What follows belongs to an exercise in optimizing a design on an open flow for small area and a short achievable clock period; a production flow would make more cautious choices. Only simulation tests tie the RTL to the original design; equivalence was not proved. No activity file was given, so power comes from the tool's default toggle rates.

--- flow/design.v ---
package video_pkg;
    localparam int H_ACTIVE     = 16;                    
    localparam int H_TOTAL      = 24;                    
    localparam int H_SYNC_START = 18;                    
    localparam int H_SYNC_END   = 20;                    
    localparam int V_ACTIVE     = 8;                     
    localparam int V_TOTAL      = 12;                    
    localparam int V_SYNC_START = 9;                     
    localparam int V_SYNC_END   = 10;                    
    localparam int SYNC_DELAY   = 2;                     
    localparam int H_CNT_W      = $clog2(H_TOTAL);       
    localparam int V_CNT_W      = $clog2(V_TOTAL);       
    localparam int H_ADDR_W     = $clog2(H_ACTIVE);      
    localparam int V_ADDR_W     = $clog2(V_ACTIVE);      
    localparam int STORE_DEPTH  = H_ACTIVE * V_ACTIVE;   
    localparam int STORE_AW     = V_ADDR_W + H_ADDR_W;   
    localparam int PIX_W        = 16;                    
    typedef struct packed {
        logic [7:0] hi;                                  
        logic [7:0] lo;                                  
    } pix_bytes_t;
    typedef struct packed {
        logic [4:0] r;                                   
        logic [5:0] g;
        logic [4:0] b;
    } pix_rgb565_t;
    typedef union packed {
        pix_bytes_t  bytes;
        pix_rgb565_t rgb565;
    } pixel_word_t;
endpackage
`timescale 1ns/1ps
module camera_byte_pack (
    input  logic                           video_clk,
    input  logic                           rst_n,
    input  logic                           cam_vsync,   
    input  logic                           cam_href,    
    input  logic [7:0]                     cam_data,
    output logic                           pix_en,      
    output logic [video_pkg::STORE_AW-1:0] pix_addr,    
    output video_pkg::pixel_word_t         pix_data     
);
    logic                           vsync_q;      
    logic                           href_q;       
    logic                           byte_phase;   
    logic                           frame_full;   
    logic [video_pkg::STORE_AW-1:0] wr_ptr;       
    logic [7:0]                     hi_byte;      
    logic                           vsync_rise;
    logic                           href_fall;
    logic                           pair_done;    
    logic                           pair_store;   
    video_pkg::pixel_word_t         rx_word;      
    assign vsync_rise = cam_vsync & ~vsync_q;
    assign href_fall  = ~cam_href & href_q;
    assign pair_done  = cam_href & byte_phase & ~vsync_rise;
    assign pair_store = pair_done & ~frame_full;   
    always_comb
    begin
        rx_word.bytes.hi = hi_byte;
        rx_word.bytes.lo = cam_data;
    end
    always_ff @(posedge video_clk or negedge rst_n)
    begin
        if (!rst_n)
        begin
            vsync_q    <= 1'b0;
            href_q     <= 1'b0;
            byte_phase <= 1'b0;
            frame_full <= 1'b0;
            wr_ptr     <= '0;
        end
        else
        begin
            vsync_q <= cam_vsync;
            href_q  <= cam_href;
            if (vsync_rise)
            begin
                byte_phase <= 1'b0;                        
                frame_full <= 1'b0;
                wr_ptr     <= '0;
            end
            else if (cam_href)
            begin
                byte_phase <= ~byte_phase;
                if (pair_store)
                begin
                    wr_ptr <= wr_ptr + 1'b1;
                    if (wr_ptr == video_pkg::STORE_AW'(video_pkg::STORE_DEPTH - 1))
                    begin
                        frame_full <= 1'b1;                
                    end
                end
            end
            else if (href_fall)
            begin
                byte_phase <= 1'b0;                        
            end
        end
    end
    always_ff @(posedge video_clk)
    begin
        if (cam_href && !byte_phase)
        begin
            hi_byte <= cam_data;
        end
    end
    assign pix_en               = pair_store;
    assign pix_addr             = wr_ptr;
    assign pix_data.rgb565.r    = rx_word.rgb565.b;
    assign pix_data.rgb565.g    = rx_word.rgb565.g;
    assign pix_data.rgb565.b    = rx_word.rgb565.r;
endmodule
`timescale 1ns/1ps
module frame_store #(
    parameter int N  = video_pkg::STORE_DEPTH,
    parameter int AW = video_pkg::STORE_AW,
    parameter int W  = video_pkg::PIX_W
) (
    input  logic                           video_clk,
    input  logic                           rst_n,
    input  logic [video_pkg::STORE_AW-1:0] phase,      
    input  logic                           pix_en,     
    input  logic [video_pkg::STORE_AW-1:0] pix_addr,
    input  logic [video_pkg::PIX_W-1:0]    pix_data,
    input  logic [7:0]                     tap_lo,     
    input  logic [3:0]                     tap_hi,     
    input  logic [AW-1:0]                  rd_pos,     
    input  logic [3:0]                     rd_lag,     
    input  logic [2:0]                     rd_low,     
    output logic [video_pkg::PIX_W-1:0]    rd_data     
);
    logic [W-1:0]  ring [N];
    logic [W-1:0]  low_word [3];    
    logic          slot_sel;        
    logic [1:0]    landing;         
    logic [1:0]    waiting;         
    logic [1:0]    low;             
    logic [1:0]    low_a [2];       
    logic [AW-1:0] place [2];       
    logic [W-1:0]  data [2];
    logic [1:0]    aligned;         
    logic [1:0]    landing_c;       
    logic [1:0]    waiting_c;
    logic [1:0]    low_c;
    logic [AW-1:0] place_c [2];
    logic [1:0]    enter_c;         
    always_ff @(posedge video_clk or negedge rst_n)
    begin
        if (!rst_n)
        begin
            landing <= '0;
        end
        else
        begin
            landing <= landing_c;
        end
    end
    always_comb
    begin
        for (int s = 0; s < 2; s++)
        begin
            aligned[s]   = (place[s][1:0] == 2'b01);
            landing_c[s] = pix_en & (slot_sel == 1'(s));
            waiting_c[s] = (landing[s] | waiting[s]) & ~aligned[s] & ~low[s];
            if (landing_c[s])
            begin
                place_c[s] = pix_addr - phase - 1'b1;
                low_c[s]   = (pix_addr < AW'(3));
            end
            else
            begin
                place_c[s] = place[s] - 1'b1;
                low_c[s]   = low[s];
            end
            enter_c[s] = (landing_c[s] | waiting_c[s]) & (place_c[s][1:0] == 2'b01) & ~low_c[s];
        end
    end
    always_ff @(posedge video_clk)
    begin
        if (pix_en)
        begin
            slot_sel <= ~slot_sel;
        end
        waiting <= waiting_c;
        for (int s = 0; s < 2; s++)
        begin
            place[s] <= place_c[s];
            low[s]   <= low_c[s];
            if (landing_c[s])
            begin
                data[s]  <= pix_data;
                low_a[s] <= pix_addr[1:0];
            end
        end
        for (int s = 0; s < 2; s++)
        begin
            for (int a = 0; a < 3; a++)
            begin
                if (landing[s] && low[s] && (low_a[s] == 2'(a)))
                begin
                    low_word[a] <= data[s];
                end
            end
        end
    end
    logic           ins_land;       
    logic           ins_wait;       
    logic           ins_slot;
    logic [7:0]     ins_lo;         
    logic [3:0]     ins_hi;
    logic [AW-1:0]  ins_place_c;
    logic [N/4-1:0] tap_en;
    logic [W-1:0]   tap_data;
    assign ins_place_c = enter_c[1] ? place_c[1] : place_c[0];
    always_ff @(posedge video_clk or negedge rst_n)
    begin
        if (!rst_n)
        begin
            ins_land <= 1'b0;
        end
        else
        begin
            ins_land <= |(enter_c & landing_c);
        end
    end
    always_ff @(posedge video_clk)
    begin
        ins_wait <= |(enter_c & waiting_c);
        ins_slot <= enter_c[1];
        for (int i = 0; i < 8; i++)
        begin
            ins_lo[i] <= (ins_place_c[4:2] == 3'(i));
        end
        for (int i = 0; i < 4; i++)
        begin
            ins_hi[i] <= (ins_place_c[6:5] == 2'(i));
        end
    end
    assign tap_data = ins_slot ? data[1] : data[0];
    always_comb
    begin
        for (int k = 0; k < N/4; k++)
        begin
            tap_en[k] = (ins_land | ins_wait) & ins_lo[k % 8] & ins_hi[k / 8];
        end
    end
    always_ff @(posedge video_clk)
    begin
        for (int p = 0; p < N; p++)
        begin
            if ((p % 4 == 0) && tap_en[p/4])
            begin
                ring[p] <= tap_data;
            end
            else
            begin
                ring[p] <= ring[(p + 1) % N];
            end
        end
    end
    logic [N/4-1:0] tap_sel;
    logic [W-1:0]   tap_word;
    logic [W-1:0]   smp [4];
    logic [3:0]     rd_lag_q;
    logic [1:0]     rd_slot;        
    logic           byp_q;
    logic [W-1:0]   byp_data_q;
    always_comb
    begin
        tap_word = '0;
        for (int k = 0; k < N/4; k++)
        begin
            tap_sel[k] = tap_lo[k % 8] & tap_hi[k / 8];
            tap_word   = tap_word | (ring[4*k] & {W{tap_sel[k]}});
        end
        for (int s = 0; s < 2; s++)
        begin
            rd_slot[s] = waiting[s] && (place[s] == rd_pos);
        end
    end
    always_ff @(posedge video_clk)
    begin
        smp[0] <= tap_word;
        for (int k = 1; k < 4; k++)
        begin
            smp[k] <= smp[k-1];
        end
        rd_lag_q   <= rd_lag;
        byp_q      <= (|rd_low) | rd_slot[0] | rd_slot[1];
        if (|rd_low)
        begin
            byp_data_q <= rd_low[0] ? low_word[0] : (rd_low[1] ? low_word[1] : low_word[2]);
        end
        else
        begin
            byp_data_q <= rd_slot[1] ? data[1] : data[0];
        end
    end
    always_comb
    begin
        rd_data = '0;
        for (int k = 0; k < 4; k++)
        begin
            rd_data = rd_data | (smp[k] & {W{rd_lag_q[k]}});
        end
        if (byp_q)
        begin
            rd_data = byp_data_q;
        end
    end
endmodule
`timescale 1ns/1ps
module raster_timing (
    input  logic                           video_clk,
    input  logic                           rst_n,
    input  logic [video_pkg::STORE_AW-1:0] phase,     
    output logic                           hs_raw,    
    output logic                           vs_raw,
    output logic                           de_raw,
    output logic [7:0]                     tap_lo,    
    output logic [3:0]                     tap_hi,    
    output logic [video_pkg::STORE_AW-1:0] rd_pos,    
    output logic [3:0]                     rd_lag,    
    output logic [2:0]                     rd_low     
);
    logic [video_pkg::H_CNT_W-1:0] h_cnt;    
    logic [video_pkg::V_CNT_W-1:0] v_cnt;    
    logic                          h_last;   
    logic                          v_last;   
    assign h_last = (h_cnt == video_pkg::H_CNT_W'(video_pkg::H_TOTAL - 1));
    assign v_last = (v_cnt == video_pkg::V_CNT_W'(video_pkg::V_TOTAL - 1));
    always_ff @(posedge video_clk or negedge rst_n)
    begin
        if (!rst_n)
        begin
            h_cnt <= '0;                               
            v_cnt <= '0;
        end
        else if (h_last)
        begin
            h_cnt <= '0;
            v_cnt <= v_last ? '0 : v_cnt + 1'b1;       
        end
        else
        begin
            h_cnt <= h_cnt + 1'b1;
        end
    end
    assign hs_raw = (h_cnt >= video_pkg::H_CNT_W'(video_pkg::H_SYNC_START)) &&
                    (h_cnt <= video_pkg::H_CNT_W'(video_pkg::H_SYNC_END));      
    assign vs_raw = (v_cnt >= video_pkg::V_CNT_W'(video_pkg::V_SYNC_START)) &&
                    (v_cnt <= video_pkg::V_CNT_W'(video_pkg::V_SYNC_END));      
    assign de_raw = (h_cnt < video_pkg::H_CNT_W'(video_pkg::H_ACTIVE)) &&
                    (v_cnt < video_pkg::V_CNT_W'(video_pkg::V_ACTIVE));
    logic [video_pkg::H_CNT_W-1:0]  h_nxt;    
    logic [video_pkg::V_CNT_W-1:0]  v_nxt;
    logic [video_pkg::H_CNT_W-1:0]  h_ahd;    
    logic [video_pkg::V_CNT_W-1:0]  v_ahd;
    always_ff @(posedge video_clk or negedge rst_n)
    begin
        if (!rst_n)
        begin
            h_nxt <= video_pkg::H_CNT_W'(1);
            v_nxt <= '0;
            h_ahd <= video_pkg::H_CNT_W'(4);
            v_ahd <= '0;
        end
        else
        begin
            if (h_nxt == video_pkg::H_CNT_W'(video_pkg::H_TOTAL - 1))
            begin
                h_nxt <= '0;
                v_nxt <= (v_nxt == video_pkg::V_CNT_W'(video_pkg::V_TOTAL - 1)) ? '0 : v_nxt + 1'b1;
            end
            else
            begin
                h_nxt <= h_nxt + 1'b1;
            end
            if (h_ahd == video_pkg::H_CNT_W'(video_pkg::H_TOTAL - 1))
            begin
                h_ahd <= '0;
                v_ahd <= (v_ahd == video_pkg::V_CNT_W'(video_pkg::V_TOTAL - 1)) ? '0 : v_ahd + 1'b1;
            end
            else
            begin
                h_ahd <= h_ahd + 1'b1;
            end
        end
    end
    logic                           de_ahd;
    logic [video_pkg::STORE_AW-1:0] a_nxt;    
    logic [video_pkg::STORE_AW-1:0] p_nxt;    
    logic [video_pkg::STORE_AW-1:0] t_ahd;    
    logic [video_pkg::STORE_AW-1:0] p_rst;    
    logic [video_pkg::STORE_AW-1:0] t_rst;
    logic [7:0]                     tap_lo_c, tap_lo_r;
    logic [3:0]                     tap_hi_c, tap_hi_r;
    logic [3:0]                     lag_c, lag_r;
    logic [2:0]                     low_c;
    always_comb
    begin
        de_ahd = (h_ahd < video_pkg::H_CNT_W'(video_pkg::H_ACTIVE)) &&
                 (v_ahd < video_pkg::V_CNT_W'(video_pkg::V_ACTIVE));
        a_nxt  = {v_nxt[video_pkg::V_ADDR_W-1:0], h_nxt[video_pkg::H_ADDR_W-1:0]};
        p_nxt  = a_nxt + ~phase;
        t_ahd  = {v_ahd[video_pkg::V_ADDR_W-1:0], h_ahd[video_pkg::H_ADDR_W-1:0]} + ~phase;
        p_rst  = ~phase;
        t_rst  = ~phase + 2'd3;
        for (int i = 0; i < 8; i++)
        begin
            tap_lo_c[i] = (t_ahd[4:2] == 3'(i));
            tap_lo_r[i] = (t_rst[4:2] == 3'(i));
        end
        for (int i = 0; i < 4; i++)
        begin
            tap_hi_c[i] = (t_ahd[6:5] == 2'(i));
            tap_hi_r[i] = (t_rst[6:5] == 2'(i));
            lag_c[i]    = ((-p_nxt[1:0]) == 2'(i));
            lag_r[i]    = ((-p_rst[1:0]) == 2'(i));
        end
        for (int i = 0; i < 3; i++)
        begin
            low_c[i] = (a_nxt == video_pkg::STORE_AW'(i));
        end
    end
    always_ff @(posedge video_clk)
    begin
        if (!rst_n)
        begin
            tap_lo <= tap_lo_r;
            tap_hi <= tap_hi_r;
        end
        else if (de_ahd)
        begin
            tap_lo <= tap_lo_c;
            tap_hi <= tap_hi_c;
        end
        rd_pos <= rst_n ? p_nxt : p_rst;
        rd_lag <= rst_n ? lag_c : lag_r;
        rd_low <= rst_n ? low_c : 3'b001;
    end
endmodule
`timescale 1ns/1ps
module video_out_stage (
    input  logic                   video_clk,
    input  logic                   rst_n,
    input  logic                   hs_raw,
    input  logic                   vs_raw,
    input  logic                   de_raw,
    input  video_pkg::pixel_word_t rd_data,   
    output logic                   vid_hs,
    output logic                   vid_vs,
    output logic                   vid_de,
    output logic [7:0]             vid_r,
    output logic [7:0]             vid_g,
    output logic [7:0]             vid_b
);
    logic [video_pkg::SYNC_DELAY-1:0][2:0] sync_pipe;
    logic                                  de_early;   
    assign de_early = sync_pipe[video_pkg::SYNC_DELAY-2][0];
    always_ff @(posedge video_clk or negedge rst_n)
    begin
        if (!rst_n)
        begin
            sync_pipe <= '0;                           
        end
        else
        begin
            sync_pipe <= {sync_pipe[video_pkg::SYNC_DELAY-2:0], {hs_raw, vs_raw, de_raw}};
        end
    end
    assign vid_hs = sync_pipe[video_pkg::SYNC_DELAY-1][2];
    assign vid_vs = sync_pipe[video_pkg::SYNC_DELAY-1][1];
    assign vid_de = sync_pipe[video_pkg::SYNC_DELAY-1][0];
    always_ff @(posedge video_clk or negedge rst_n)
    begin
        if (!rst_n)
        begin
            vid_r <= '0;
            vid_g <= '0;
            vid_b <= '0;
        end
        else if (de_early)
        begin
            vid_r <= {rd_data.rgb565.r, 3'b000};
            vid_g <= {rd_data.rgb565.g, 2'b00};
            vid_b <= {rd_data.rgb565.b, 3'b000};
        end
        else
        begin
            vid_r <= '0;                               
            vid_g <= '0;
            vid_b <= '0;
        end
    end
endmodule
`timescale 1ns/1ps
module camera_display_top (
    input  logic       video_clk,
    input  logic       rst_n,
    input  logic       cam_vsync,
    input  logic       cam_href,
    input  logic [7:0] cam_data,
    output logic       vid_hs,
    output logic       vid_vs,
    output logic       vid_de,
    output logic [7:0] vid_r,
    output logic [7:0] vid_g,
    output logic [7:0] vid_b
);
    logic                           pix_en;    
    logic [video_pkg::STORE_AW-1:0] pix_addr;
    logic [video_pkg::PIX_W-1:0]    pix_data;  
    logic [7:0]                     tap_lo;    
    logic [3:0]                     tap_hi;    
    logic [video_pkg::STORE_AW-1:0] rd_pos;    
    logic [3:0]                     rd_lag;    
    logic [2:0]                     rd_low;    
    logic [video_pkg::PIX_W-1:0]    rd_data;
    logic [video_pkg::STORE_AW-1:0] phase;     
    logic                           hs_raw;
    logic                           vs_raw;
    logic                           de_raw;
    always_ff @(posedge video_clk)
    begin
        phase <= phase + 1'b1;
    end
    camera_byte_pack u_byte_pack (
        .video_clk (video_clk),
        .rst_n     (rst_n),
        .cam_vsync (cam_vsync),
        .cam_href  (cam_href),
        .cam_data  (cam_data),
        .pix_en    (pix_en),
        .pix_addr  (pix_addr),
        .pix_data  (pix_data)
    );
    frame_store u_store (
        .video_clk (video_clk),
        .rst_n     (rst_n),
        .phase     (phase),
        .pix_en    (pix_en),
        .pix_addr  (pix_addr),
        .pix_data  (pix_data),
        .tap_lo    (tap_lo),
        .tap_hi    (tap_hi),
        .rd_pos    (rd_pos),
        .rd_lag    (rd_lag),
        .rd_low    (rd_low),
        .rd_data   (rd_data)
    );
    raster_timing u_raster (
        .video_clk (video_clk),
        .rst_n     (rst_n),
        .phase     (phase),
        .hs_raw    (hs_raw),
        .vs_raw    (vs_raw),
        .de_raw    (de_raw),
        .tap_lo    (tap_lo),
        .tap_hi    (tap_hi),
        .rd_pos    (rd_pos),
        .rd_lag    (rd_lag),
        .rd_low    (rd_low)
    );
    video_out_stage u_out (
        .video_clk (video_clk),
        .rst_n     (rst_n),
        .hs_raw    (hs_raw),
        .vs_raw    (vs_raw),
        .de_raw    (de_raw),
        .rd_data   (rd_data),
        .vid_hs    (vid_hs),
        .vid_vs    (vid_vs),
        .vid_de    (vid_de),
        .vid_r     (vid_r),
        .vid_g     (vid_g),
        .vid_b     (vid_b)
    );
endmodule
--- flow/run.sh ---
#!/bin/bash
# synth_recipe.tcl (not shown) runs the flow's synth.tcl, then flattens the netlist and writes it again
# the make line also repeats each setting of config.mk as NAME=value (left out here)
make -C /OpenROAD-flow-scripts/flow DESIGN_CONFIG=/design/flow/config.mk WORK_HOME=/design/flow/orfs CLKGATE_MAP_FILE= SYNTH_SCRIPT=/design/flow/synth_recipe.tcl finish
--- flow/config.mk ---
export PLATFORM = sky130hd
export DESIGN_NAME = camera_display_top
export DESIGN_NICKNAME = camera_display_top
export VERILOG_FILES = /design/flow/design.v
export SDC_FILE = /design/flow/constraint.sdc
export NUM_CORES = 4
export LEC_CHECK = 0
export CAP_MARGIN = 20
export CORE_MARGIN = 2
export CORE_UTILIZATION = 50
export CTS_CLUSTER_DIAMETER = 80
export CTS_CLUSTER_SIZE = 24
export PLACE_DENSITY = 0.65
export SETUP_SLACK_MARGIN = 2.7
export SLEW_MARGIN = 20
--- flow/constraint.sdc ---
create_clock -name core_clock -period 5.0 [get_ports {video_clk}]
set_input_delay 1.0000 -clock core_clock [delete_from_list [all_inputs] [get_ports {video_clk}]]
set_output_delay 1.0000 -clock core_clock [all_outputs]
set_load 0.01 [all_outputs]
==> notes.md, run 1 <==
The flow ran to the end and the layout has no timing, DRC or antenna violations. The kind of end point of the critical path is a register. The run gives 2,354 as the count of clock tree sinks. The number of buffers and inverters on the critical path is 2.

Startpoint type of the worst setup path: a register. Setup violations remaining at the end of the flow were counted as 0. The number of hold buffers added after CTS was 0.

The number of enable flip-flop cells after synthesis was 105; the die area was 126,000 um2. The path class of the tightest hold or removal check is primary input to async pin. Once the floorplan was initialized, standard cells occupied 50.6% of the core. The slowest stage of the critical path is the a2111oi_4 cell. The via count of the first global-routing pass was 32,800. The latest clock arrival within the worst-skew pair is 0.73 ns. Input and output buffers added on the ports amount to 30.

Synthesis warning total: 12. The layout filler cell count was 9,993; the via count was 33,700. The normalized max-slew margin was 28.9%. For the worst ir drop on vdd, the log shows 0.379 mV. TritonCTS built the clock tree. 39 I/O pins were placed. For this run, the top clock speed supported by timing is 0.420 GHz. Leaving out fill and tap cells, the most frequent cell in the layout is dfxtp_1.

The tools report the post-detailed-route DRC marker count as 0. Initial antenna violation count: 2. The worst setup path is of the register to register kind. The tools report the maximum level of the CTS H-tree as 3. For this design the ratio of total power to cell area is 448 nW/um2.

The logs give 65 for the maximum number of pins on one net before global-route repair and 22.8% for the total global routing track utilization. The clock arrives with 0.0306 ns of skew. The tree is rooted in a clkbuf_16. The die is 356 um tall. The first global-routing pass estimated 213,000 um of wire.

After detailed routing, the average wire length per cell comes to 22.7 um. Tracing the worst setup path back leads to its startpoint at phase[2]. The share of layout cells above drive strength 1 came out at 8.93%. The width of the chip works out to 356 um. In this run the deepest clock path goes through 3 buffers. Dividing the detail-routed via count by the number of cells gives 5.24. The flip-flop and latch count after synthesis was 2,354; the post-synthesis instance total was 4,785. The tools report the number of max-slew violations in the final report as 0. The biggest area contributor in the post-synthesis netlist is dfxtp_1. In the layout the commonest cells are dfxtp_1 (2,180), nand2_1 (597), o21ai_0 (553).

Clock-pin transition on the worst setup and hold timing paths: 0.10 ns. The routed design has 146,000 um of wire. The area growth from synthesis to layout is 9.22%.

Number of hold-slack violations in the final timing report: 0. In the post-synthesis netlist, the biggest area contributors are dfxtp_1 (71%), edfxtp_1 (5.1%), o21ai_0 (4.5%). For the finished layout, the period the worst path requires is 2.38 ns. Routability-driven placement finished with a final weighted congestion of 0.802. Setup repair after global routing could not meet its margin everywhere.

In this run, distinct cell masters in the synthesized netlist total 68. The worst register-to-register path ends at u_store.ins_hi[0]. Across the run, the number of max-cap violations was 0. The worst register-to-register path begins at phase[2]. In the synthesized netlist the async set-or-reset flop fraction comes to 2.68%.

For this run, the detailed router's first-pass iteration total came to 5. Dividing the synthesized area by the synthesized cell count gives 12.9 um2. The tools report the post-DP HPWL as 81,000 um.

For this run, the leading register cell type out of synthesis is dfxtp_1. The depth of the worst register-to-register path came out at 9. The signal arrival time at the worst endpoint is 3.00 ns. The detail route stage leaves a number of antenna-violating nets equal to 0. At the end of the flow, the number of nets in the layout was 4,831. For the pin with the worst max-slew slack, the measured transition is 1.06 ns. The delay of the slowest critical-path stage was 0.41 ns; the cell area after synthesis was 61,800 um2. Number of core rows: 128. The run gives 55.2% as the utilization after layout. The signal on the critical path passes through clkinvlp_4 -> ha_1 -> a21o_1 -> a2111oi_4 -> xnor2_2 -> mux2i_2 -> buf_4 -> nor3_2 -> a31o_2. The setup check on the worst reg-to-reg path leaves a slack of 2.62 ns. Data on the critical path is required at its endpoint by 5.63 ns. The critical path's top delay family is compound AO/OA/AOI/OAI gates. The overall overflow remaining after global route was 0; the flip-flop and latch area was 48,500 um2.

In this run the biggest area consumer among cell types represents 70.8% of the synthesized area. The total negative slack is 0 ns. Largest fanout on the critical path: 5. Of the synthesized area, sequential elements account for 78.5%.

The leakage power total came out at 25.7 nW. The CTS buffer count was 109; the area of the core was 122,000 um2. 0 antenna diodes ended up in the layout. The tools report the multi-input logic area as 12,500 um2.

The logs give 3,256 for the violation count after the first detailed-routing iteration and 0.239 ns for the hold slack. Dividing the final minimum period by the clock period gives 47.6%.
-- layout make-up --
cell class	count	share of cell area, %
Inverter	51	0.319
Clock buffer	124	4.17
Timing Repair inverter	1	0.00742
Tap cell	1625	3.01
Sequential cell	2354	71.9
Clock inverter	10	0.234
Timing Repair Buffer	144	1.80
Multi-Input combinational cell	2120	18.6
-- state kept, by name, summed over array words and instances, names as in the netlist, 7 cells and up --
signal	count
u_store.place	14
u_store.low_word	48
phase	7
u_raster.rd_pos	7
u_byte_pack.hi_byte	8
u_store.smp	64
u_byte_pack.wr_ptr	7
u_store.data	32
u_raster.tap_lo	8
u_store.ins_lo	8
u_store.ring	2048
u_store.byp_data_q	16
-- routing by layer --
layer | global-route usage [%] | routed length (um)
met3 | 3.27 | 7870
met2 | 35.9 | 65100
met1 | 33.1 | 68900
met5 | 0 | 0
met4 | 5.95 | 3840
-- through the flow --
| step | setup slack [ns] | instances | total power, mW | instance area, um2 |
|---|---|---|---|---|
| final | 2.62 | 6429 | 30.3 | 67500 |
| after CTS | 2.52 | 6417 | 30.4 | 67200 |
| after floorplan | 2.54 | 4792 | 20.6 | 61800 |
| after global routing | 2.50 | 6429 | 31.2 | 67500 |
| after detailed placement | 1.36 | 6256 | 20.9 | 63900 |
| after global placement | 1.36 | 6256 | 20.9 | 63900 |
-- power breakdown --
group	total, mW	switching [mW]	internal (mW)
sequential	19.7	0.323	19.4
clock	9.62	5.58	4.04
combinational	0.953	0.555	0.398
total	30.3	6.46	23.8
-- worst register-to-register path, stage by stage (launching register included) --
cell and delay (ns):
dfxtp_4 0.39, clkinvlp_4 0.17, ha_1 0.37, a21o_1 0.24, a2111oi_4 0.41, xnor2_2 0.11, mux2i_2 0.14, buf_4 0.17
nor3_2 0.05, a31o_2 0.22
-- repair_timing --
item | CTS | global route
setup endpoints to repair | 190 | 153
endpoints found under the hold margin | 0 | 0
gates resized for setup | 125 | 33
setup buffers | 26 | 10
pin swaps | 10 | 14
cloned | 1 | 0
-- cell usage after synthesis (7+ instances only) --
| cell | n |
|---|---|
| a221oi_1 | 14 |
| nor3_1 | 18 |
| o22ai_1 | 27 |
| and2_1 | 8 |
| a222oi_1 | 44 |
| clkbuf_1 | 205 |
| buf_1 | 48 |
| a21o_1 | 8 |
| nor3b_1 | 7 |
| a22o_1 | 53 |
| nor2_1 | 90 |
| nor2b_1 | 15 |
| or3_1 | 9 |
| dfxtp_1 | 2186 |
| a31oi_1 | 23 |
| o21ai_0 | 555 |
| nand2_1 | 630 |
| xnor2_1 | 38 |
| mux2_2 | 52 |
| dfrtp_1 | 61 |
| a21oi_1 | 73 |
| mux2i_1 | 42 |
| inv_1 | 47 |
| edfxtp_1 | 105 |
| o211ai_1 | 7 |
| a22oi_1 | 161 |
| buf_4 | 8 |
| nand4_1 | 22 |
| ha_1 | 36 |
| nand3_1 | 80 |
| xor2_1 | 21 |
-- worst max-delay path by stage --
stage	cells after the start	endpoint	slack, ns
floorplan	8	u_store.ins_hi[1]	2.54
global placement	9	u_store.ins_lo[4]	1.36
detailed placement	9	u_store.ins_lo[6]	1.36
CTS	6	u_store.ring[100][2]	2.52
global route	9	u_store.ins_hi[0]	2.50
finish	9	u_store.ins_hi[0]	2.62
-- kinds of logic (layout without fill, tap and decap cells) --
kind of cell,after synthesis,in the layout,share of synthesized area (%)
AO/OA/AOI/OAI,1006,1006,9.96
AND/OR/NAND/NOR,913,913,6.21
XOR/XNOR,59,59,0.836
multiplexers,96,96,1.69
flip-flops,2354,2354,78.5
adder cells (fa/ha/maj),38,38,0.794
other,1,8,0.00607
buffers and inverters,318,330,2.01
==> run 2: changes to the inputs <==
--- a/flow/config.mk
+++ b/flow/config.mk
@@ -13,3 +13,3 @@
 export PLACE_DENSITY = 0.65
-export SETUP_SLACK_MARGIN = 2.7
+export SETUP_SLACK_MARGIN = 2.85
 export SLEW_MARGIN = 20
==> notes.md, run 2 <==
The flow ran to the end and the layout has no timing, DRC or antenna violations. The delay of the slowest critical-path stage is 0.45 ns (+0.04 ns), and the initial antenna violation count is 5 (+3). Average routed wire per standard cell: 23.0 um (+1.3%). The total negative slack came out at 0 ns (unchanged). The global-route wire length before repair was 217,000 um (+1.7%). The utilization after layout came out at 55.9% (+0.66 points).

The hold slack is 0.262 ns (+0.0232 ns). The flip-flop count of the largest register, all copies and words added works out to 2,048 (unchanged). The clock-pin transition on the worst setup and hold timing paths is 0.10 ns (about the same).

The filler-free cell count of the finished design was 6,458 (+0.45%); the number of maximum-capacitance violations was 0 (unchanged). The post-detailed-routing wire length was 148,000 um (+1.8%); the number of core rows was 128 (unchanged). In the final layout, the registers with the most flip-flops are u_store.ring: 2048 flops, u_store.smp: 64 flops, u_store.low_word: 48 flops. The area share of the largest cell type after synthesis is 70.8% (unchanged). The buffer depth of the longest clock path was 3 (unchanged); the portion of the post-synthesis area used by sequential elements was 78.5% (unchanged).

Synthesis warning total: 12 (unchanged). The normalized max-slew margin was 34.8% (+5.9 points). The run gives 2,354 (unchanged) as the count of clock tree sinks. For the CTS buffer count, the log shows 109 (unchanged). The flip-flop cell with the highest count after synthesis is dfxtp_1.

The run gives 0 (unchanged) as the hold buffer count at CTS. The critical path is of the register to register type. The share of the clock period used by the worst path was 47.4% (-0.15 points). Depth of the worst register-to-register path: 9 (unchanged). Setup repair after global routing could not meet its margin everywhere. The cell accounting for the most synthesized area was dfxtp_1. By area the synthesized netlist is led by dfxtp_1 (71%), edfxtp_1 (5.1%), o21ai_0 (4.5%).

The tools report the worst flop-to-flop path endpoint as u_store.ins_hi[3]. The latest clock arrival within the worst-skew pair is 0.72 ns (about the same), and the number of max-slew violations in the final report is 0 (unchanged). The power density relative to cell area came out at 445 nW/um2 (-0.76%). The design area came out at 68,300 um2 (+1.2%). The most critical setup path has its startpoint at u_byte_pack.wr_ptr[0]. The run gives 3.01 ns (about the same) as the signal arrival time at the worst endpoint. The run gives 4,859 (+0.58%) as the net count reported at finish.

On the critical path, the stage with the largest delay is an instance of dfrtp_2. Walking the worst path, the cells encountered are ha_4 -> fa_2 -> a21o_1 -> a2111oi_4 -> xnor2_2 -> mux2i_4 -> buf_6 -> nand3_1 -> o31ai_2. The post-detailed-route DRC marker count is 0 (unchanged). The die area was 126,000 um2 (unchanged). The required time of the critical path was 5.64 ns (about the same). The total stage count of the critical path was 9 (unchanged); the via count of the first global-routing pass was 33,000 (+0.36%).

The count of input and output buffers was 30 (unchanged); the post-synthesis instance total was 4,785 (unchanged). The worst ir drop on vdd was 0.391 mV (+3.2%); the area of the core was 122,000 um2 (unchanged). The library cell used most frequently in the layout, excluding fill and tap cells, is dfxtp_1. The final critical delay including setup and external delays works out to 2.37 ns (-0.00759 ns). The cell chosen for the clock root is clkbuf_16.

The number of nets with antenna violations after detailed routing was 0 (unchanged). The width of the chip was 356 um (unchanged). Critical path's top delay family: compound AO/OA/AOI/OAI gates.

Mean instance size in the synthesized netlist: 12.9 um2 (unchanged). Sorting the synthesized cells by how often they occur yields dfxtp_1 (2,186), nand2_1 (630), o21ai_0 (555), clkbuf_1 (205), a22oi_1 (161). The run gives 26.0 nW (+1.5%) as the leakage power total. The overall overflow remaining after global route came out at 0 (unchanged). In this run the worst hold path is classified as primary input to async pin. The tools report the initial core utilization as 50.6% (unchanged). The run gives 6,256 (unchanged) as the number of instances in the placed design.

The final weighted congestion in routability-driven placement came out at 0.812 (+1.2%). The kind of end point of the critical path was a register. Compared with the post-synthesis result, the final layout area differs by 10.5%. The tools report the number of optimization iterations in the first detailed-route pass as 7 (+2). The largest fanout on the critical path came out at 4 (-1). The run gives 68 (unchanged) as the count of unique library cells instantiated by Yosys. The maximum clock frequency was 0.422 GHz (+0.32%); the maximum number of pins on one net before global-route repair was 65 (unchanged). The share of layout cells above drive strength 1 was 10.3% (+1.4 points); the buffers plus inverters on the worst setup path was 1 (-1). The tools report the area after detailed placement as 63,900 um2 (about the same). The actual transition at the worst max-transition pin came out at 0.977 ns (-0.0882 ns).

The number of enable flip-flop cells after synthesis was 105 (unchanged). STA classifies the critical path startpoint as a register. The async set or reset register ratio after synthesis came out at 2.68% (unchanged). The register bank with the most flops is u_store.ring.

For the clock skew after layout, the log shows 0.0149 ns (-0.0157 ns). Leaving out fill and tap cells, the most frequent cells in the layout are dfxtp_1 (2,179), nand2_1 (594), o21ai_0 (552). The flip-flop and latch count after synthesis is 2,354 (unchanged).

The violation count after the first detailed-routing iteration came out at 3,664 (+13%). For the total setup violations reported at the end of the flow, the log shows 0 (unchanged). The total global routing track utilization is 23.2% (+0.39 points). The post-DP HPWL came out at 82,400 um (+1.7%).

The number of ports placed on the die boundary is 39 (unchanged). The worst register-to-register path begins at u_byte_pack.wr_ptr[0]. The maximum level of the CTS H-tree is 3 (unchanged), and the via count is 34,300 (+1.8%). The timing endpoint of the critical path is u_store.ins_hi[3]. Cell area after synthesis: 61,800 um2 (unchanged).

TritonCTS built the clock tree. The die outline height was 356 um (unchanged); the setup slack on the worst flop-to-flop path was 2.63 ns (about the same). The number of vias per cell works out to 5.31 (+1.4%).

The cell with the most instances after synthesis is dfxtp_1. The number of hold-slack violations in the final timing report is 0 (unchanged).
[run 2: cell count changes in the layout (fill, tap and decap cells not counted), sizes merged, moves of 2 or more]
cell      change
bufinv        +2
inv           -3
buf          +22
diode         +2
bufbuf        +4
clkinvlp      +3
[run 2: power breakdown]
part | switching, mW | internal (mW)
Combinational | 0.584 | 0.427
Clock | 5.54 | 4.15
Sequential | 0.325 | 19.4
Total | 6.45 | 23.9
[run 2: routing by layer]
layer,routed length (um),global-route usage (%)
met1,68700,33.6
met3,8720,3.14
met4,4220,6.64
met5,13,0
met2,66600,36.4
[run 2: timing repair]
item / 4_1_cts / 5_1_grt
pin swaps: 20 / 31
gates cloned: 7 / 0
resized for setup: 199 / 66
endpoints found under the setup margin: 419 / 125
setup buffers: 38 / 21
[run 2: worst reg2reg max path, stage by stage, from the launching register on]
cell       delay [ns]
dfrtp_2          0.45
ha_4             0.17
fa_2             0.34
a21o_1           0.21
a2111oi_4        0.37
xnor2_2          0.15
mux2i_4          0.27
buf_6            0.15
nand3_1          0.10
o31ai_2          0.08
[run 2: stage by stage]
step | setup slack (ns) | total power [mW]
6_report | 2.63 | 30.4
5_1_grt | 2.54 | 31.4
4_1_cts | 2.61 | 30.5
3_5_place_dp | 1.41 | 20.9
3_3_place_gp | 1.47 | 20.9
2_1_floorplan | 2.54 | 20.6
[run 2: worst min-delay path by stage]
stage                                from                    end  slack [ns]
global route                        rst_n      u_raster.h_nxt[3]        0.25
finish                              rst_n      u_raster.h_nxt[3]        0.26
CTS                                 rst_n      u_raster.h_nxt[3]        0.20
detailed placement  u_store.ring[126][15]  u_store.ring[125][15]        0.31
global placement      u_store.ring[71][6]    u_store.ring[70][6]        0.31
floorplan              u_raster.rd_lag[0]    u_store.rd_lag_q[0]        0.31
[run 2: layout make-up]
type / count / area, um2
fill: 9887 / 53900
sequential: 2354 / 48500
multi-input combinational: 2121 / 12800
clock buffer: 123 / 2830
tap: 1625 / 2030
timing repair buffer: 170 / 1680
inverter: 51 / 230
clock inverter: 10 / 156
timing repair inverter: 2 / 12.5
antenna: 2 / 5.00
[run 2: logic make-up (layout without fill, tap and decap cells)]
logic type                 count (synthesis)  after routing  synth area share, %
xor gates and xnor gates                  59             59                0.836
buffers and inverters                    318            356                 2.01
AOI/OAI and AO/OA                       1006           1006                 9.96
other                                      1             10              0.00607
DFF                                     2354           2354                 78.5
muxes                                     96             97                 1.69
adders and majority gates                 38             38                0.794
and+or+nand+nor                          913            913                 6.21
==> run 3: changes to the inputs <==
--- a/flow/design.v
+++ b/flow/design.v
@@ -147,2 +147,7 @@
     logic [1:0]    enter_c;         
+    logic [AW-1:0] load_place;      
+    always_ff @(posedge video_clk)
+    begin
+        load_place <= pix_addr + ~phase - 1'b1;
+    end
     always_ff @(posedge video_clk or negedge rst_n)
@@ -167,3 +172,3 @@
             begin
-                place_c[s] = pix_addr - phase - 1'b1;
+                place_c[s] = load_place;
                 low_c[s]   = (pix_addr < AW'(3));
--- a/flow/config.mk
+++ b/flow/config.mk
@@ -13,3 +13,3 @@
 export PLACE_DENSITY = 0.65
-export SETUP_SLACK_MARGIN = 2.85
+export SETUP_SLACK_MARGIN = 2.7
 export SLEW_MARGIN = 20
==> notes.md, run 3 <==
The run gives 123,000 um2 (+0.91%) as the area of the core. The most common cell in the synthesized netlist is dfxtp_1. The count of input and output buffers is 30 (unchanged), and the synthesis warning total is 12 (unchanged). The run gives 217,000 um (about the same) as the global-route wire length before repair.

The maximum clock frequency is 0.440 GHz (+4.3%). The share of power burned in the clock network is 32.0% (about the same), and the final critical delay including setup and external delays is 2.27 ns (-0.0987 ns). The maximum number of pins on one net before global-route repair was 65 (unchanged); the width of the chip was 356 um (+0.15%). The number of enable flip-flop cells after synthesis is 105 (unchanged). The number of maximum-capacitance violations is 0 (unchanged), and the count of clock tree sinks is 2,361 (+0.30%). The setup slack on the worst flop-to-flop path was 2.73 ns (+0.10 ns). By area the synthesized netlist is led by dfxtp_1 (71%), edfxtp_1 (5.1%), o21ai_0 (4.5%). The critical path is of the register to register type.

The logs give 50.3% (-0.30 points) for the initial core utilization and 27.6% (-7.2 points) for the normalized max-slew margin. The largest fanout on the critical path was 20 (+16); the via count was 34,200 (-0.40%). TritonCTS built the clock tree. The run gives 6.45 mW (about the same) as the total net switching power. The worst flop-to-flop path endpoint is u_store.ring[96][4].

The average routed wire per standard cell was 23.2 um (+0.92%); the die area was 127,000 um2 (+0.30%). Leakage power total: 25.6 nW (-1.8%). The share of the clock period used by the worst path was 45.4% (-2.0 points). The required time of the critical path came out at 5.59 ns (-0.05 ns). The mean instance size in the synthesized netlist is 12.9 um2 (+0.29%).

The async set or reset register ratio after synthesis works out to 2.67% (-0.0079 points). The register bank with the most flops was u_store.ring. The layout filler cell count is 10,300 (+4.0%).

The logs give 0.837 (+3.1%) for the final weighted congestion in routability-driven placement and 0.288 ns (+0.0261 ns) for the hold slack. The clock skew after layout is 0.0330 ns (+0.0181 ns). The commonest cells after synthesis are dfxtp_1 (2,193), nand2_1 (633), o21ai_0 (562), clkbuf_1 (208), a22oi_1 (164).

Start of the worst register-to-register path: u_store.ins_land. Tracing the worst setup path back leads to its startpoint at u_store.ins_land. For this run, the leading register cell type out of synthesis is dfxtp_1. The logs give 4,786 (+0.021%) for the post-synthesis instance total and 0 ns (unchanged) for the total negative slack. Summed over all instances, the cell type with the most area after synthesis is dfxtp_1.

The signal arrival time at the worst endpoint is 2.86 ns (-0.15 ns), and the number of vias per cell is 5.31 (about the same). The flow ran to the end, but the layout failed its checks. The area share of the largest cell type after synthesis is 70.8% (about the same), and the flip-flop and latch area is 48,600 um2 (+0.27%). The portion of total power attributed to combinational logic was 2.9% (-0.4 points). Hold buffer count at CTS: 0 (unchanged). Portion of total power attributed to sequential cells: 65.1% (+0.3 points).

The share of layout cells above drive strength 1 came out at 8.17% (-2.1 points). The number of core rows was 129 (+0.78%); the overall overflow remaining after global route was 0 (unchanged). Count of unique library cells instantiated by Yosys: 69 (+1.5%). The multi-input logic area was 12,400 um2 (-3.6%). The tools report the number of max-slew violations in the final report as 0 (unchanged).

The run gives 0 (unchanged) as the number of hold-slack violations in the final timing report. The kind of path behind the tightest hold check was primary input to async pin. The cell-internal power is 23.7 mW (-1.1%), and the number of nets with antenna violations after detailed routing is 1 (+1).

The cell sitting at the root of the clock tree is a clkbuf_16. The depth of the worst register-to-register path was 5 (-4). Startpoint type of the worst setup path: a register. The post-DP HPWL is 82,000 um (-0.54%).

The top cell types in the final layout, fill and taps aside, are dfxtp_1 (2,188), nand2_1 (598), o21ai_0 (560). Post-detailed-route DRC marker count: 0 (unchanged). The total setup violations reported at the end of the flow was 0 (unchanged); the power density relative to cell area was 446 nW/um2 (+0.26%).

The flip-flop count of the largest register, all copies and words added is 2,048 (unchanged), and the maximum level of the CTS H-tree is 3 (unchanged). The area growth from synthesis to layout was 8.93%; the worst ir drop on vdd was 0.394 mV (+0.77%). For the post-detailed-routing wire length, the log shows 149,000 um (+0.61%). For the portion of the post-synthesis area used by sequential elements, the log shows 78.5% (about the same).

The fraction of power spent switching nets was 21.4% (+0.19 points); the number of optimization iterations in the first detailed-route pass was 9 (+2). The cell area after synthesis came out at 62,000 um2 (+0.31%). The buffer depth of the longest clock path was 3 (unchanged).

CTS buffer count: 109 (unchanged). Following the worst setup path forward leads to its endpoint at u_store.ring[96][4]. The clock-pin transition on the worst setup and hold timing paths was 0.10 ns (about the same); the actual transition at the worst max-transition pin was 1.06 ns (+0.0869 ns). In the final layout, the registers with the most flip-flops are u_store.ring: 2048 flops, u_store.smp: 64 flops, u_store.low_word: 48 flops.

The violation count after the first detailed-routing iteration is 3,534 (-3.5%). Setup repair after global routing could not meet its margin everywhere. Flip-flop and latch count after synthesis: 2,361 (+0.30%).

The tools report the net count reported at finish as 4,829 (-0.62%). The library cell used most frequently in the layout, excluding fill and tap cells, is dfxtp_1. The latest clock arrival within the worst-skew pair was 0.74 ns (+0.02 ns). The logs give 32,800 (-0.47%) for the via count of the first global-routing pass and 7 (+2) for the initial antenna violation count.

The layout checks failed on antenna violations. The total global routing track utilization is 23.3% (+0.097 points), and the number of ports placed on the die boundary is 39 (unchanged). The worst setup path is captured at a register. The die outline height works out to 356 um (+0.15%).
run 3: critical path, cell delays in order, from the launching register on:
cell and delay [ns]:
dfrtp_1 0.37, nor2_1 0.37, nor2b_2 0.23, nand2_2 0.47
buf_4 0.47, o21ai_0 0.21
run 3: cell type report:
cell class / count / area share, %
antenna: 5 / 0.0185
clock buffer: 124 / 4.14
clock inverter: 9 / 0.209
inverter: 73 / 0.449
multi-input combinational: 2094 / 18.3
sequential: 2361 / 72.1
tap: 1637 / 3.03
timing repair buffer: 133 / 1.76
timing repair inverter: 2 / 0.0222
run 3: how the worst min path moves through the flow:
stage                                  to  cells after the start             startpoint
floorplan             u_store.rd_lag_q[0]                      0     u_raster.rd_lag[0]
global placement      u_store.ring[30][3]                      0    u_store.ring[31][3]
detailed placement  u_store.ring[101][10]                      0  u_store.ring[102][10]
CTS                     u_raster.h_nxt[4]                      1                  rst_n
global route            u_raster.h_nxt[3]                      1                  rst_n
finish                  u_raster.h_nxt[3]                      1                  rst_n
run 3: kinds of logic (layout without fill, tap and decap cells):
logic type | count (synthesis) | count (layout) | share of synthesized area, %
flip-flops | 2361 | 2361 | 78.5
AO/OA/AOI/OAI | 1035 | 1035 | 10.3
AND/OR/NAND/NOR | 850 | 850 | 5.69
buffers and inverters | 339 | 341 | 2.12
multiplexers | 97 | 98 | 1.70
XOR/XNOR | 60 | 60 | 0.848
adder cells (fa/ha/maj) | 43 | 43 | 0.892
other | 1 | 13 | 0.00605
run 3: stage by stage:
step           total power [mW]  setup slack (ns)  instances  cell area, um2  utilization (%)
4_1_cts                    30.2              2.69       6420           67300             54.5
3_3_place_gp               20.9              1.17       6269           64200             52.1
3_5_place_dp               20.9              1.07       6271           64200             52.1
5_1_grt                    31.0              2.62       6433           67500             54.7
6_report                   30.1              2.73       6438           67500             54.7
2_1_floorplan              20.5              2.59       4793           62100                -
run 3: timing repair:
action                     4_1_cts  5_1_grt
pin swaps                        1        2
gates resized for setup         97       19
cloned                           3        1
buffers inserted                13       12
setup endpoints to repair      237       81
run 3: metal layers:
metal | GRT usage (%) | part of all wire [%] | up-vias
met1 | 33.3 | 46 | 16900
met2 | 36.8 | 45 | 933
met3 | 3.08 | 5.6 | 246
met5 | 0 | 0.0047 | -
met4 | 7.28 | 3.3 | 2
li1 | - | - | 16100
run 3: power groups by stage:
stage / combinational, mW / sequential (mW) / clock (mW)
finish: 0.873 / 19.6 / 9.63
global route: 0.948 / 19.7 / 10.4
CTS: 0.854 / 19.6 / 9.76
detailed placement: 0.837 / 20.0 / 0
global placement: 0.821 / 20.0 / 0
floorplan: 0.582 / 19.9 / 0
==> run 4: changes to the inputs <==
--- a/flow/config.mk
+++ b/flow/config.mk
@@ -13,3 +13,3 @@
 export PLACE_DENSITY = 0.65
-export SETUP_SLACK_MARGIN = 2.7
+export SETUP_SLACK_MARGIN = 2.8
 export SLEW_MARGIN = 20
==> notes.md, run 4 <==
The tools report the post-detailed-route DRC marker count as 0 (unchanged). The largest total area in the synthesized netlist belongs to dfxtp_1. The buffers plus inverters on the worst setup path came out at 1 (unchanged).

The combinational family with the most area after synthesis is compound AO/OA/AOI/OAI gates. The power density relative to cell area was 446 nW/um2 (about the same); the area share of the largest cell type after synthesis was 70.8% (unchanged). u_store.ring holds more flip-flops than any other register. Clock tree synthesis selected as its root buffer the cell clkbuf_16. The required time of the critical path is 4.00 ns (-1.59 ns), and the count of input and output buffers is 30 (unchanged). The buffer depth of the longest clock path is 3 (unchanged), and the leakage power total is 25.7 nW (+0.63%).

The share of the synthesized area in compound gates (AO/OA/AOI/OAI) works out to 10.3% (unchanged). Among all cell types in the netlist, the one instantiated most often is dfxtp_1. Final weighted congestion in routability-driven placement: 0.840 (+0.36%). The tools report the overall overflow remaining after global route as 0 (unchanged). The worst setup path is captured at an output pin. The hold buffer count at CTS is 0 (unchanged). In this run the worst hold path is classified as primary input to async pin. The library cell used most frequently in the layout, excluding fill and tap cells, is dfxtp_1. After synthesis, the most frequently instantiated cells are dfxtp_1 (2,193), nand2_1 (633), o21ai_0 (562), clkbuf_1 (208), a22oi_1 (164).

The global routing met3 resource utilization is 3.61% (+0.53 points), and the maximum number of pins on one net before global-route repair is 55 (-15%). Met2 usage in global routing: 37.7% (+0.85 points). The clock skew after layout came out at 0.0261 ns (-0.00690 ns). The latest clock arrival within the worst-skew pair came out at 0.74 ns (about the same). The area of the core came out at 123,000 um2 (unchanged).

The share of synthesized cell area in and, or, nand and nor gates came out at 5.69% (unchanged). The async set or reset register ratio after synthesis works out to 2.67% (unchanged). Among all flip-flop cells after synthesis, the most frequent one is dfxtp_1. The post-detailed-routing wire length was 154,000 um (+3.1%); the flip-flop and latch count after synthesis was 2,361 (unchanged). The via count of the first global-routing pass came out at 33,500 (+1.9%). The mean instance size in the synthesized netlist works out to 12.9 um2 (unchanged). The largest registers in the layout are u_store.ring: 2048 flops, u_store.smp: 64 flops, u_store.low_word: 48 flops. Highest-delay cell along the critical path: dfrtp_1. The number of vias per cell is 5.35 (+0.76%), and the number of maximum-capacitance violations is 0 (unchanged).

The flow ran to the end and the layout has no timing, DRC or antenna violations. The clock-pin transition on the worst setup and hold timing paths was 0.09 ns (about the same); the final critical delay including setup and external delays was 2.28 ns (+0.00460 ns). The synthesis warning total was 12 (unchanged). The run gives 24.0% (+0.66 points) as the total global routing track utilization. The type of the worst setup path was register to output pin. From synthesis to final layout, the design area changed by 9.36%. TritonCTS built the clock tree. The maximum level of the CTS H-tree is 3 (unchanged), and the flip-flop count of the largest register, all copies and words added is 2,048 (unchanged). The top cell types in the final layout, fill and taps aside, are dfxtp_1 (2,187), nand2_1 (598), o21ai_0 (560).

The logs give 0 (unchanged) for the number of hold-slack violations in the final timing report and 69 (unchanged) for the count of unique library cells instantiated by Yosys. The busiest layer in global routing is met2. For the worst ir drop on vdd, the log shows 0.381 mV (-3.2%).

The global-route wire length before repair is 223,000 um (+2.8%), and the number of enable flip-flop cells after synthesis is 105 (unchanged). The average routed wire per standard cell was 23.8 um (+2.9%). The largest fanout on the critical path is 1 (-95%), and the share of layout cells above drive strength 1 is 8.59% (+0.41 points).

For the number of optimization iterations in the first detailed-route pass, the log shows 7 (-2). The violation count after the first detailed-routing iteration is 3,345 (-5.3%). The overall power consumption is 30.3 mW (+0.44%), and the portion of the post-synthesis area used by sequential elements is 78.5% (unchanged). The run gives 129 (unchanged) as the number of core rows. STA classifies the critical path startpoint as a register. The share of synthesized area spent on multiplexers is 1.70% (unchanged), and the initial antenna violation count is 3 (-4).

The initial core utilization is 50.3% (unchanged), and the normalized max-slew margin is 28.4% (+0.82 points). Actual transition at the worst max-transition pin: 1.07 ns (+0.00924 ns). Traced cell by cell, the critical path runs through buf_2. The total negative slack was 0 ns (unchanged). The logs give 2,361 (unchanged) for the count of clock tree sinks and 127,000 um2 (unchanged) for the die area.

CTS buffer count: 109 (unchanged). The die outline height is 356 um (unchanged), and the width of the chip is 356 um (unchanged). Setup repair after global routing could not meet its margin everywhere. The delay of the slowest critical-path stage was 0.40 ns (-0.07 ns); the number of ports placed on the die boundary was 39 (unchanged). Net count reported at finish: 4,841 (+0.25%). The maximum clock frequency was 0.439 GHz (-0.20%); the post-synthesis instance total was 4,786 (unchanged). The number of nets with antenna violations after detailed routing was 0 (-1); the met1 demand-to-capacity share in global routing was 34.2% (+0.86 points). For the number of max-slew violations in the final report, the log shows 0 (unchanged).

The share of the clock period used by the worst path works out to 45.5% (+0.092 points). In the post-synthesis netlist, the biggest area contributors are dfxtp_1 (71%), edfxtp_1 (5.1%), o21ai_0 (4.5%). Signal arrival time at the worst endpoint: 1.28 ns (-1.58 ns).

The critical path's top delay family is flip-flops. The total setup violations reported at the end of the flow was 0 (unchanged). The via count is 34,500 (+0.94%), and the cell area after synthesis is 62,000 um2 (unchanged). The xor and xnor fraction of the mapped netlist area works out to 0.848% (unchanged). The run gives 81,700 um (-0.35%) as the post-DP HPWL.

The fraction of the mapped netlist area in adder cells is 0.892% (unchanged).
## run 4: cell type report
type / count / area (um2)
clock inverters: 8 / 129
inverters: 73 / 295
fillers: 10300 / 55500
repair buffers: 142 / 1300
clock buffers: 126 / 2870
multi-input cells: 2097 / 12500
diodes: 3 / 7.51
flip-flops and latches: 2361 / 48600
repair inverters: 2 / 15.0
well taps: 1637 / 2050
## run 4: kinds of logic (layout without fill, tap and decap cells)
logic type | count (synthesis) | in the layout
XOR/XNOR | 60 | 60
adder cells (fa/ha/maj) | 43 | 43
buffers and inverters | 339 | 351
AND/OR/NAND/NOR | 850 | 850
AO/OA/AOI/OAI | 1035 | 1035
flip-flops | 2361 | 2361
multiplexers | 97 | 101
other | 1 | 11
## run 4: timing repair
| action | CTS | global route |
|---|---|---|
| cloned | 7 | 2 |
| setup buffers | 21 | 13 |
| endpoints found under the setup margin | 317 | 116 |
| pin swaps | 5 | 5 |
| resized for setup | 118 | 28 |
## run 4: per-layer routing
layer | part of all wire (%) | wire length (um)
met2 | 45 | 68800
met5 | 0.0085 | 13
met3 | 6.4 | 9810
met4 | 3.3 | 5090
met1 | 46 | 70000
## run 4: metrics by stage
step / util (%) / area, um2 / setup slack (ns) / hold slack (ns) / instances
finish: 55.0 / 67800 / 2.72 / 0.249 / 6449
detailed placement: 52.0 / 64200 / 1.14 / 0.312 / 6269
CTS: 54.8 / 67500 / 2.69 / 0.217 / 6431
global route: 55.0 / 67800 / 2.68 / 0.249 / 6446
floorplan: - / 62100 / 2.59 / 0.310 / 4793
global placement: 52.0 / 64200 / 1.16 / 0.310 / 6269
## run 4: worst paths after layout
check / start / end / slack [ns] / depth (start not counted)
setup / recovery: u_out.vid_r[5] / vid_r[5] / 2.72 / 1
hold / removal: rst_n / u_raster.h_nxt[2] / 0.25 / 1
setup reg to reg: u_raster.tap_hi[3] / u_store.smp[0][11] / 2.78 / 5
hold reg to reg: u_store.ring[54][3] / u_store.ring[53][3] / 0.31 / 0
max in group asynchronous: rst_n / u_byte_pack.wr_ptr[1] / 3.63 / 2
min in group core_clock: u_store.ring[54][3] / u_store.ring[53][3] / 0.31 / 0
## run 4: report_power, final
part	internal, mW	switching (mW)	total [mW]
registers	19.3	0.298	19.6
logic	0.355	0.549	0.904
clock network	4.09	5.63	9.72
total	23.8	6.47	30.3
==> run 5: changes to the inputs <==
--- a/flow/config.mk
+++ b/flow/config.mk
@@ -7,3 +7,3 @@
 export LEC_CHECK = 0
-export CAP_MARGIN = 20
+export CAP_MARGIN = 8
 export CORE_MARGIN = 2
@@ -13,3 +13,3 @@
 export PLACE_DENSITY = 0.65
-export SETUP_SLACK_MARGIN = 2.8
-export SLEW_MARGIN = 20
+export SETUP_SLACK_MARGIN = 2.85
+export SLEW_MARGIN = 8
==> notes.md, run 5 <==
The run finished with no timing, DRC or antenna violations. Setup slack on the worst flop-to-flop path: 2.82 ns (+0.04 ns). The run gives 3,355 (+0.30%) as the violation count after the first detailed-routing iteration.

The signal on the critical path passes through buf_2. The CTS buffer count was 109 (unchanged). By area the synthesized netlist is led by dfxtp_1 (71%), edfxtp_1 (5.1%), o21ai_0 (4.5%). The post-detailed-routing wire length was 151,000 um (-2.0%).

After synthesis, the largest family of logic cells by area is compound AO/OA/AOI/OAI gates. The top cell types in the final layout, fill and taps aside, are dfxtp_1 (2,187), nand2_1 (598), o21ai_0 (560). Synthesis warning total: 12 (unchanged).

The signal arrival time at the worst endpoint is 1.25 ns (-0.03 ns). Kind of path behind the tightest hold check: primary input to async pin. The share of the clock period used by the worst path works out to 45.0% (-0.49 points). The post-synthesis instance total was 4,786 (unchanged).

The latest clock arrival within the worst-skew pair was 0.74 ns (about the same). The maximum level of the CTS H-tree is 3 (unchanged). The count of unique library cells instantiated by Yosys was 69 (unchanged); the count of clock tree sinks was 2,361 (unchanged). The buffers plus inverters on the worst setup path works out to 1 (unchanged). The cell area after synthesis came out at 62,000 um2 (unchanged). Setup repair after global routing could not meet its margin everywhere. The layout filler cell count is 10,200 (-0.67%), and the leakage power total is 26.0 nW (+0.91%). The clock-pin transition on the worst setup and hold timing paths works out to 0.09 ns (about the same). The buffer depth of the longest clock path came out at 3 (unchanged). Highest-delay cell along the critical path: dfrtp_1.

TritonCTS built the clock tree. The worst setup path is captured at an output pin. The tools report the number of nets with antenna violations after detailed routing as 0 (unchanged). For the required time of the critical path, the log shows 4.00 ns (about the same).

The largest registers in the layout are u_store.ring: 2048 flops, u_store.smp: 64 flops, u_store.low_word: 48 flops. The final critical delay including setup and external delays was 2.25 ns (-0.0244 ns); the net count reported at finish was 4,849 (+0.17%). The area growth from synthesis to layout was 9.77%; the width of the chip was 356 um (unchanged).

Critical path's top delay family: flip-flops. The logs give 34,400 (-0.20%) for the via count and 6 (-1) for the number of optimization iterations in the first detailed-route pass. The number of max-slew violations in the final report was 0 (unchanged); the total global routing track utilization was 23.2% (-0.78 points). The share of synthesized cell area in and, or, nand and nor gates is 5.69% (unchanged), and the total negative slack is 0 ns (unchanged). The mean instance size in the synthesized netlist works out to 12.9 um2 (unchanged). The area share of the largest cell type after synthesis was 70.8% (unchanged). The fraction of the mapped netlist area in adder cells works out to 0.892% (unchanged). The largest fanout on the critical path is 1 (unchanged), and the die area is 127,000 um2 (unchanged). The async set or reset register ratio after synthesis came out at 2.67% (unchanged). In the synthesized netlist, the cells that appear most often are dfxtp_1 (2,193), nand2_1 (633), o21ai_0 (562), clkbuf_1 (208), a22oi_1 (164). The total setup violations reported at the end of the flow was 0 (unchanged); the actual transition at the worst max-transition pin was 1.13 ns (+0.0533 ns). The maximum number of pins on one net before global-route repair was 65 (+18%); the maximum clock frequency was 0.444 GHz (+1.1%).

The share of synthesized area spent on multiplexers is 1.70% (unchanged), and the die outline height is 356 um (unchanged). Among all cell types in the netlist, the one instantiated most often is dfxtp_1. For this run, the leading register cell type out of synthesis is dfxtp_1. For the hold slack, the log shows 0.243 ns (-0.00622 ns).

The flip-flop count of the largest register, all copies and words added works out to 2,048 (unchanged). For the via count of the first global-routing pass, the log shows 33,200 (-0.78%). The number of maximum-capacitance violations is 0 (unchanged). The count of input and output buffers was 30 (unchanged); the number of hold-slack violations in the final timing report was 0 (unchanged).

The tools report the normalized max-slew margin as 23.3% (-5.1 points). The number of enable flip-flop cells after synthesis works out to 105 (unchanged). The flip-flop and latch count after synthesis is 2,361 (unchanged).

The portion of the post-synthesis area used by sequential elements was 78.5% (unchanged). The global-route wire length before repair was 217,000 um (-2.6%). The final weighted congestion in routability-driven placement is 0.849 (+1.1%).

The xor and xnor fraction of the mapped netlist area is 0.848% (unchanged). Cell accounting for the most synthesized area: dfxtp_1. The library cell used most frequently in the layout, excluding fill and tap cells, is dfxtp_1. The worst ir drop on vdd came out at 0.376 mV (-1.4%). u_store.ring holds more flip-flops than any other register. The worst setup path is of the register to output pin kind. The number of vias per cell is 5.33 (-0.32%), and the average routed wire per standard cell is 23.3 um (-2.1%). Share of the synthesized area in compound gates (AO/OA/AOI/OAI): 10.3% (unchanged). The tools report the post-DP HPWL as 83,800 um (+2.5%). The worst setup path is launched from a register.

The number of core rows was 129 (unchanged); the initial core utilization was 50.3% (unchanged). The cell chosen for the clock root was clkbuf_16. Share of layout cells above drive strength 1: 8.84% (+0.26 points). The run gives 123,000 um2 (unchanged) as the area of the core.

The logs give 6 (+3) for the initial antenna violation count and 0 (unchanged) for the overall overflow remaining after global route. The power density relative to cell area works out to 445 nW/um2 (-0.32%). For the clock skew after layout, the log shows 0.0382 ns (+0.0121 ns).

The tools report the post-detailed-route DRC marker count as 0 (unchanged). The tools report the number of ports placed on the die boundary as 39 (unchanged). The delay of the slowest critical-path stage came out at 0.38 ns (-0.02 ns).
## run 5: changes by cell type in the layout (fill, tap and decap cells not counted), moves of 6 or more
| cell | delta |
|---|---|
| nand2_2 | -11 |
| nand2_4 | +11 |
| buf_12 | +8 |
| mux2i_2 | -6 |
## run 5: stage by stage
step | power, mW | setup WS (ns) | cells | util, % | area (um2)
floorplan | 20.5 | 2.59 | 4793 | - | 62100
global placement | 20.9 | 1.16 | 6264 | 52.0 | 64200
detailed placement | 20.9 | 1.15 | 6264 | 52.0 | 64200
CTS | 30.3 | 2.64 | 6433 | 54.9 | 67600
global route | 31.2 | 2.70 | 6454 | 55.2 | 68000
finish | 30.3 | 2.75 | 6457 | 55.2 | 68000
## run 5: layout make-up
| type | count | area [um2] | share of cell area (%) |
|---|---|---|---|
| timing repair buffer | 151 | 1440 | 2.12 |
| sequential | 2361 | 48600 | 71.5 |
| clock inverter | 10 | 161 | 0.237 |
| clock buffer | 124 | 2830 | 4.16 |
| antenna | 3 | 7.51 | 0.0110 |
| timing repair inverter | 2 | 12.5 | 0.0184 |
| inverter | 73 | 307 | 0.451 |
| tap | 1637 | 2050 | 3.01 |
| multi-input combinational | 2096 | 12600 | 18.5 |
## run 5: metal layers
| layer | vias to the layer above | routed length, um | global-route usage (%) |
|---|---|---|---|
| li1 | 16100 | - | - |
| met1 | 17100 | 70100 | 33.7 |
| met2 | 1005 | 66800 | 36.1 |
| met3 | 232 | 9290 | 3.36 |
| met4 | 2 | 4470 | 6.73 |
| met5 | - | 13 | 0 |
## run 5: repair_timing
action / in CTS / in global routing
cloned: 6 / 2
setup buffers: 29 / 19
endpoints found under the setup margin: 445 / 261
hold buffers: 0 / 0
pin swaps: 3 / 12
gates resized for setup: 125 / 40
## run 5: worst register-to-register path, stage by stage, from the launching register on
cell and delay (ns):
edfxtp_1 0.43, buf_12 0.25, clkinvlp_4 0.33, buf_4 0.17, o22ai_1 0.06, a2111oi_0 0.56, nand3_1 0.22
## run 5: kinds of logic (layout without fill, tap and decap cells)
logic type	Yosys count	after routing
xor gates and xnor gates	60	60
adders and majority gates	43	43
buffers and inverters	339	360
and+or+nand+nor	850	850
AOI/OAI and AO/OA	1035	1035
DFF	2361	2361
muxes	97	100
other	1	11
## run 5: final timing paths
check	from	to	cells past startpoint
min in group core_clock	u_store.ring[111][2]	u_store.ring[110][2]	0
max in group asynchronous	rst_n	u_raster.h_nxt[0]	2
hold / removal	rst_n	u_out.vid_r[5]	1
setup / recovery	u_out.vid_r[6]	vid_r[6]	1
hold reg to reg	u_store.ring[111][2]	u_store.ring[110][2]	0
setup reg to reg	u_raster.tap_lo[4]	u_store.smp[0][14]	6
## run 5: report_power, final
group	leakage [nW]	switching [mW]	internal [mW]
logic	5.01	0.569	0.368
registers	19.5	0.302	19.3
clock network	1.45	5.61	4.10
total	26.0	6.48	23.8

-- port drivers added, routing unchanged --
The flow's constraints put no driver on any port. The routed layouts listed below were extracted and timed again, unchanged, in two steps.
Step 1 (the two cells are an assumption about what drives the block):
set clk [get_ports {video_clk}]
set_driving_cell -lib_cell sky130_fd_sc_hd__clkbuf_16 $clk
set_driving_cell -lib_cell sky130_fd_sc_hd__buf_2 [delete_from_list [all_inputs] $clk]
Step 2 moves the port delays by t, midway between the first and last clock arrival at a register: inputs arrive t later, outputs are due t later. That takes back most of the time a late clock gives input paths.
a / b / c = no drivers / after step 1 / after step 2; a / b = the first two.
run | t (ns) | setup slack, ns | hold WS [ns] | worst setup path at the end
run 1 | 0.799 | 2.622 / 2.622 / 2.000 | 0.239 / 0.180 / 0.311 | input to register
run 2 | 0.798 | 2.629 / 2.629 / 2.024 | 0.262 / 0.213 / 0.319 | input to register
run 3 | 0.799 | 2.728 / 2.674 / 2.056 | 0.288 / 0.236 / 0.300 | input to register
run 4 | 0.804 | 2.724 / 2.643 / 2.093 | 0.249 / 0.224 / 0.313 | input to register
run 5 | 0.800 | 2.748 / 2.667 / 2.091 | 0.243 / 0.201 / 0.303 | input to register
For run 3, which loses most, drivers alone change the setup slack by -0.054 ns; drivers and shift together by -0.672 ns.
